This is an optimization exercise on Yosys and OpenROAD, whose aim is small area, a short achievable clock period and few clock cycles per item, not a production implementation. Only simulation tests tie the RTL to the original design; equivalence was not proved. No activity file was given, so power comes from the tool's default toggle rates.

File: design.v
module msw_ring (
    input  logic        i_clk,
    input  logic        i_push,
    input  logic [15:0] i_data,
    input  logic [7:0]  i_wm1,
    output logic [15:0] o_data
);
    logic [3*16-1:0]   r_s0;
    logic [12*16-1:0]  r_s1;
    logic [48*16-1:0]  r_s2;
    logic [192*16-1:0] r_s3;
    logic [15:0]       r_out;
    logic [15:0] in0, out0, out1, out2, out3;
    assign in0 = i_push ? i_data : r_out;
    always_comb begin
        case (i_wm1[1:0])
            2'd0:    out0 = in0;
            2'd1:    out0 = r_s0[0*16 +: 16];
            2'd2:    out0 = r_s0[1*16 +: 16];
            default: out0 = r_s0[2*16 +: 16];
        endcase
        case (i_wm1[3:2])
            2'd0:    out1 = out0;
            2'd1:    out1 = r_s1[3*16 +: 16];
            2'd2:    out1 = r_s1[7*16 +: 16];
            default: out1 = r_s1[11*16 +: 16];
        endcase
        case (i_wm1[5:4])
            2'd0:    out2 = out1;
            2'd1:    out2 = r_s2[15*16 +: 16];
            2'd2:    out2 = r_s2[31*16 +: 16];
            default: out2 = r_s2[47*16 +: 16];
        endcase
        case (i_wm1[7:6])
            2'd0:    out3 = out2;
            2'd1:    out3 = r_s3[63*16 +: 16];
            2'd2:    out3 = r_s3[127*16 +: 16];
            default: out3 = r_s3[191*16 +: 16];
        endcase
    end
    always_ff @(posedge i_clk) begin
        r_s0  <= {r_s0[0 +: 2*16], in0};
        r_s1  <= {r_s1[0 +: 11*16], out0};
        r_s2  <= {r_s2[0 +: 47*16], out1};
        r_s3  <= {r_s3[0 +: 191*16], out2};
        r_out <= out3;
    end
    assign o_data = r_out;
endmodule
module max_sum_sliding_window (
    input  logic              i_clk,
    input  logic              i_rst_n,
    input  logic              i_cfg_we,
    input  logic [8:0]        i_cfg_data,
    input  logic              i_in_valid,
    output logic              o_in_ready,
    input  logic [15:0]       i_in_sample,
    input  logic              i_in_last,
    output logic              o_res_valid,
    input  logic              i_res_ready,
    output logic [15:0]       o_res_best_start,
    output logic [23:0]       o_res_best_sum,
    output logic [1:0]        o_res_status
);
    localparam logic [1:0] ST_OK    = 2'd0;
    localparam logic [1:0] ST_SHORT = 2'd1;
    localparam logic [1:0] ST_LONG  = 2'd2;
    logic [8:0]  r_cfg;
    logic [7:0]  r_wm1;
    logic [7:0]  eff_wm1;
    logic        r_ready;
    logic        r_mid;        
    logic [7:0]  r_gc;         
    logic        acc;
    logic        take;
    logic        r_in_valid;
    logic [15:0] r_in_sample;
    logic        r_in_last;
    logic        r_in_first;
    logic [16:0] r_kc;         
    logic [16:0] r_t;          
    logic [15:0] old_sample;
    logic [16:0] kc_cur;
    logic [16:0] t_cur;
    logic        s1_sub;
    logic        s1_set;
    logic [1:0]  s1_status;
    logic        r2_valid;
    logic [16:0] r2_d;
    logic        r2_first;
    logic        r2_set;
    logic        r2_cmp;
    logic [15:0] r2_kidx;
    logic        r2_last;
    logic [1:0]  r2_status;
    logic        r3_valid;
    logic [23:0] r_sum;
    logic        r3_set;
    logic        r3_cmp;
    logic [15:0] r3_kidx;
    logic        r3_last;
    logic [1:0]  r3_status;
    logic [23:0] r_best;
    logic [15:0] r_bidx;
    logic        s3_upd;
    logic [23:0] n_best;
    logic [15:0] n_idx;
    logic        new_res;
    logic [41:0] new_val;
    logic        r_oval;
    logic [41:0] r_out;
    logic        r_sval;
    logic [41:0] r_skid;
    logic [2:0]  pend_reg;
    logic [2:0]  pend_next;
    always_comb begin
        if (r_cfg == 9'd0) begin
            eff_wm1 = 8'd0;
        end else if (r_cfg > 9'd256) begin
            eff_wm1 = 8'd255;
        end else begin
            eff_wm1 = 8'(r_cfg - 9'd1);
        end
    end
    always_ff @(posedge i_clk) begin
        if (!i_rst_n) begin
            r_cfg <= 9'd1;
        end else if (i_cfg_we) begin
            r_cfg <= i_cfg_data;
        end
    end
    always_ff @(posedge i_clk) begin
        if (!r_mid) begin
            r_wm1 <= eff_wm1;
        end
    end
    assign acc  = i_in_valid && r_ready;
    assign take = r_oval && i_res_ready;
    assign pend_reg = 3'(r_in_valid && r_in_last) + 3'(r2_valid && r2_last)
                    + 3'(r3_valid && r3_last) + 3'(r_oval) + 3'(r_sval);
    assign pend_next = pend_reg + 3'(acc && i_in_last) - 3'(take);
    always_ff @(posedge i_clk) begin
        if (!i_rst_n) begin
            r_ready <= 1'b1;
            r_mid   <= 1'b0;
        end else begin
            r_ready <= (acc || !r_mid || (r_gc == r_wm1)) && (pend_next <= 3'd1);
            if (acc) begin
                r_mid <= !i_in_last;
            end
        end
    end
    always_ff @(posedge i_clk) begin
        if (acc || (r_gc == r_wm1)) begin
            r_gc <= 8'd0;
        end else begin
            r_gc <= r_gc + 8'd1;
        end
    end
    always_ff @(posedge i_clk) begin
        if (!i_rst_n) begin
            r_in_valid <= 1'b0;
        end else begin
            r_in_valid <= acc;
        end
        r_in_sample <= i_in_sample;
        r_in_last   <= i_in_last;
        r_in_first  <= !r_mid;
    end
    msw_ring u_ring (
        .i_clk  (i_clk),
        .i_push (r_in_valid),
        .i_data (r_in_sample),
        .i_wm1  (r_wm1),
        .o_data (old_sample)
    );
    always_comb begin
        kc_cur = r_in_first ? (17'd0 - {9'd0, r_wm1}) : r_kc;
        t_cur  = r_in_first ? 17'd0 : r_t;
        s1_sub = !kc_cur[16] && (kc_cur != 17'd0);
        s1_set = (kc_cur == 17'd0);
        if (t_cur[16]) begin
            s1_status = ST_LONG;
        end else if (kc_cur[16]) begin
            s1_status = ST_SHORT;
        end else begin
            s1_status = ST_OK;
        end
    end
    always_ff @(posedge i_clk) begin
        if (r_in_valid) begin
            r_kc <= kc_cur + 17'd1;
            r_t  <= t_cur[16] ? t_cur : (t_cur + 17'd1);
        end
    end
    always_ff @(posedge i_clk) begin
        if (!i_rst_n) begin
            r2_valid <= 1'b0;
        end else begin
            r2_valid <= r_in_valid;
        end
        r2_d      <= {r_in_sample[15], r_in_sample}
                   - (s1_sub ? {old_sample[15], old_sample} : 17'd0);
        r2_first  <= r_in_first;
        r2_set    <= s1_set;
        r2_cmp    <= s1_sub;
        r2_kidx   <= kc_cur[15:0];
        r2_last   <= r_in_last;
        r2_status <= s1_status;
    end
    always_ff @(posedge i_clk) begin
        if (r2_valid) begin
            r_sum <= (r2_first ? 24'd0 : r_sum) + {{7{r2_d[16]}}, r2_d};
        end
    end
    always_ff @(posedge i_clk) begin
        if (!i_rst_n) begin
            r3_valid <= 1'b0;
        end else begin
            r3_valid <= r2_valid;
        end
        r3_set    <= r2_set;
        r3_cmp    <= r2_cmp;
        r3_kidx   <= r2_kidx;
        r3_last   <= r2_last;
        r3_status <= r2_status;
    end
    always_comb begin
        s3_upd = r3_set || (r3_cmp && ($signed(r_sum) >= $signed(r_best)));
        n_best = s3_upd ? r_sum : r_best;
        n_idx  = s3_upd ? r3_kidx : r_bidx;
        new_res = r3_valid && r3_last;
        if (r3_status == ST_OK) begin
            new_val = {n_idx, n_best, r3_status};
        end else begin
            new_val = {16'd0, 24'd0, r3_status};
        end
    end
    always_ff @(posedge i_clk) begin
        if (r3_valid && s3_upd) begin
            r_best <= r_sum;
            r_bidx <= r3_kidx;
        end
    end
    always_ff @(posedge i_clk) begin
        if (!i_rst_n) begin
            r_oval <= 1'b0;
            r_sval <= 1'b0;
        end else begin
            if (!r_oval || i_res_ready) begin
                r_oval <= r_sval || new_res;
                r_sval <= r_sval && new_res;
            end else begin
                r_sval <= r_sval || new_res;
            end
        end
    end
    always_ff @(posedge i_clk) begin
        if (!r_oval || i_res_ready) begin
            r_out <= r_sval ? r_skid : new_val;
        end
        if (new_res && (r_sval || (r_oval && !i_res_ready))) begin
            r_skid <= new_val;
        end
    end
    assign o_in_ready       = r_ready;
    assign o_res_valid      = r_oval;
    assign o_res_best_start = r_out[41:26];
    assign o_res_best_sum   = r_out[25:2];
    assign o_res_status     = r_out[1:0];
endmodule
File: constraint.sdc
create_clock -name core_clock -period 10.0 [get_ports {i_clk}]
set_input_delay 2.0000 -clock core_clock [delete_from_list [all_inputs] [get_ports {i_clk}]]
set_output_delay 2.0000 -clock core_clock [all_outputs]
set_load 0.01 [all_outputs]
File: run.sh
#!/bin/bash
# synth_recipe.tcl (not shown) runs the flow's synth.tcl, then flattens the netlist and writes it again
# the make line also repeats each setting of config.mk as NAME=value (left out here)
make -C /OpenROAD-flow-scripts/flow DESIGN_CONFIG=/design/flow/config.mk WORK_HOME=/design/flow/orfs CLKGATE_MAP_FILE= SYNTH_SCRIPT=/design/flow/synth_recipe.tcl finish
File: config.mk
export PLATFORM = sky130hd
export DESIGN_NAME = max_sum_sliding_window
export DESIGN_NICKNAME = max_sum_sliding_window
export VERILOG_FILES = /design/flow/design.v
export SDC_FILE = /design/flow/constraint.sdc
export NUM_CORES = 4
export LEC_CHECK = 0
export CAP_MARGIN = 20
export CORE_MARGIN = 2
export CORE_UTILIZATION = 45
export PLACE_DENSITY = 0.6
export SLEW_MARGIN = 20
==> results.txt <==
-- registers in the layout (all words and copies together), names as in the netlist, 8 cells and up --
| signal | flops |
|---|---|
| r2_d | 17 |
| r2_kidx | 16 |
| r3_kidx | 16 |
| r_best | 24 |
| r_bidx | 16 |
| r_cfg | 9 |
| r_gc | 8 |
| r_in_sample | 16 |
| r_kc | 17 |
| r_out | 42 |
| r_skid | 42 |
| r_sum | 24 |
| r_t | 17 |
| r_wm1 | 8 |
| u_ring.r_out | 16 |
| u_ring.r_s0 | 48 |
| u_ring.r_s1 | 192 |
| u_ring.r_s2 | 768 |
| u_ring.r_s3 | 3072 |
-- worst min-delay path by stage --
stage / end / cells after the start / slack, ns / startpoint
final: u_ring.r_s3[1443] / 0 / 0.27 / u_ring.r_s3[1427]
after global routing: u_ring.r_s3[1443] / 0 / 0.27 / u_ring.r_s3[1427]
after CTS: u_ring.r_s3[1443] / 0 / 0.26 / u_ring.r_s3[1427]
after detailed placement: u_ring.r_s2[171] / 0 / 0.31 / u_ring.r_s2[155]
after global placement: u_ring.r_s3[2805] / 0 / 0.31 / u_ring.r_s3[2789]
after floorplan: r3_cmp / 0 / 0.31 / r2_cmp
-- metal layers --
layer,routed length (um),GRT usage,up-vias
li1,-,-,18397
met2,50000,0.157,554
met1,64400,0.165,17264
met5,0,0,-
met3,4750,0.0259,318
met4,3800,0.0484,0
-- area by class of cell --
type	count	area (um^2)
Fill cell	16950	100000
Sequential cell	4388	89700
Clock buffer	565	11500
Multi-Input combinational cell	893	7090
Tap cell	2838	3550
Clock inverter	117	1470
Timing Repair Buffer	91	868
Inverter	79	297
Antenna cell	4	10.0
-- logic make-up (layout without fill, tap and decap cells) --
group | count (synthesis) | in the layout | synth area share
and+or+nand+nor | 370 | 370 | 0.0185
AOI/OAI and AO/OA | 239 | 239 | 0.0167
muxes | 123 | 123 | 0.0195
xor gates and xnor gates | 79 | 79 | 0.00710
other | 0 | 4 | 0
DFF | 4388 | 4388 | 0.921
buffers and inverters | 138 | 852 | 0.00596
adders and majority gates | 82 | 82 | 0.0109
-- worst max-delay path, stage by stage (launching register included) --
cell       delay, ns
edfxtp_1        0.50
inv_1           0.12
ha_1            0.87
or3b_1          0.50
o41ai_2         0.31
buf_4           0.26
a21boi_1        0.26
nor2b_1         0.18
buf_4           0.26
and2_1          0.16
ha_1            0.18
fa_1            0.22
nor2b_1         0.07
o31a_1          0.27
o211ai_1        0.26
a21oi_1         0.14
a2111oi_0       0.42
nor3_1          0.17
a2111oi_0       0.42
nor3_1          0.09
-- power breakdown --
part | leakage (nW) | total [mW] | switching, mW | internal (mW)
clock network | 6.41 | 14.8 | 5.97 | 8.78
registers | 36.1 | 20.4 | 0.620 | 19.8
logic | 3.23 | 0.755 | 0.409 | 0.346
-- cells in the final DEF, fill, tap and decap left out, drive strengths merged, types with 4 or more instances in the layout --
cell type	synthesis	routed
clkbuf	36	565
a221o	16	16
clkdlybuf4s50	0	74
ha	76	76
or3	7	7
nand2	111	111
nand2b	9	9
a21o	5	5
buf	23	17
nor4	9	9
a31oi	6	6
xor2	25	25
nand3	20	20
mux2	19	19
dfxtp	4198	4198
and3	8	8
diode	0	4
or2	4	4
nor2	97	97
o31a	4	4
o31ai	45	45
edfxtp	190	190
nor3	20	20
o21a	9	9
and2	13	13
o21ai	39	39
nand4	13	13
nand3b	4	4
xnor2	54	54
clkinvlp	0	12
o211ai	7	7
nor2b	45	45
clkinv	1	63
mux4	48	48
bufinv	0	31
a21oi	84	84
fa	5	5
mux2i	56	56
inv	78	90
==> results.txt <==
Post-synth ARST share 0; post-detailed-routing wire length 123 mm; count leader, synth dfxtp_1; Vias per Instance 4.07; sequential area share after synthesis 0.921; worst setup path endpoint r2_d[14]; maximum clock insertion buffer count 4; initial antenna violation count 3; proportion of layout cells with a drive suffix above 1 0.118; clock slew at the register clock pins of the worst setup and hold paths 0.06 ns; detailed router's first-iteration violation count 1831; height of the die 469 um; effective utilization at floorplan 0.453; number of distinct library cells after synthesis 74; fraction of synthesized cell area taken by the top area cell type 0.863; worst reg2reg endpoint r2_d[14]; final total negative setup slack 0 ns; number of hold violations in the final report 0; Worst-Margin Slew 1.06 ns; Cell Count, Final, Fillers Out 8975; Worst R2R Setup Slack 4.20 ns; final worst-path cycle share 0.580; Non-Filler Cell Area, Final 115000 um^2; Post-Syn Nets 5531; later-pin clock latency in the skew report 0.94 ns; RSZ-0062 raised after global routing no; register bit total from synthesis 4388; depth of the most critical reg-to-reg path 19; global-route wire length before repair 200 mm; Final nets 5954; total die area 220000 um^2; via count of the first global-routing pass 36977; detailed-route DRC error count 0; FP Rows 170; required time at the worst-slack endpoint 10.75 ns; total via count after detailed routing 36533; pin count of the biggest net entering global routing 83; Area growth, synth to finish 17.6%; outcome complete, no violations; Core Footprint 215000 um^2; Power Total 35.9 mW; Post-Place Cells 8289; upper clock frequency limit 0.172 GHz; count of buffers from port buffering 74; post-synthesis instance total 5419; overall die width 469 um; CP Max Fanout 18; static leakage 45.7 nW; average cell area after synthesis 18.0 um^2; cell area after synthesis 97400 um^2; utilization after layout 0.533; Final Max Slew Viols 0; Critical Path Source r_wm1[0]; Peak supply drop 0.193 mV; Routability Congestion 0.769; maximum level of the CTS H-tree 5; dpl hpwl 66.0 mm; post-route setup slack 4.20 ns; most frequent cells after synthesis dfxtp_1 (4198), edfxtp_1 (190), nand2_1 (111); Primary FF master, synth dfxtp_1; data arrival at the endpoint of the critical path 6.55 ns; minimum setup slack after placement 4.17 ns; number of sinks on the clock net 4388; drt first pass iters 5; post-layout minimum cycle time 5.80 ns; number of maximum-capacitance constraint violations 0; final worst hold slack 0.266 ns; R2R Path Start r_wm1[0]; clock tree from TritonCTS yes; Antenna Violating Nets Remaining 0; Congestion Overflow GR 0; ranking of synthesized cells by area dfxtp_1 (86%), edfxtp_1 (5.9%), mux4_2 (1.1%); Worst Setup End Kind flop; Crit Path Category reg -> reg; detail-routed net length per standard cell 13.7 um; crit start category flop; EDFF count, synth 190; Area after DPL 102000 um^2; number of warning messages in the yosys log 2; total power density per cell area 313 nW/um^2; leading area contributor after synthesis dfxtp_1; Hold Path Class reg -> reg; Boundary Pins 75; worst relative slew slack 0.292; hold_buf cts 0; total routing usage reported by global routing 0.112; clock buffer count from CTS 389; master cell of the clock root buffer clkbuf_16; setup violators final 0; total setup buffers inserted after CTS 0; Max Clock Skew 0.0679 ns; post-cts repair resize count 0
Testbench counts, summed over its fixed seeds: cycles 59,126, items 59,080.

## static timing again, ports no longer ideal
How much do the figures lean on ideal ports? The routed layout below was timed once more, with nothing changed but the port constraints. Step 1 (the two cells are an assumption about what drives the block):
set clk [get_ports {i_clk}]
set_driving_cell -lib_cell sky130_fd_sc_hd__clkbuf_16 $clk
set_driving_cell -lib_cell sky130_fd_sc_hd__buf_2 [delete_from_list [all_inputs] $clk]
Step 2, shift: input delay + t, output delay - t, t = (earliest + latest rising clock arrival at the registers) / 2. This alone moves slack from input paths to output paths. a / b / c = ideal ports / drivers / drivers and shift; a / b = the first two.
shift t [ns]: 0.978
slack for setup (ns): 4.201 / 4.201 / 4.201
worst setup path at the end: register to register
slew at the worst register clock pin (ns): 0.07 / 0.07
worst slew at a driven data input, ns: 0.06
After both steps setup and hold are still met in this run. For this run, drivers alone change the setup slack by 0.000 ns; drivers and shift together by 0.000 ns.
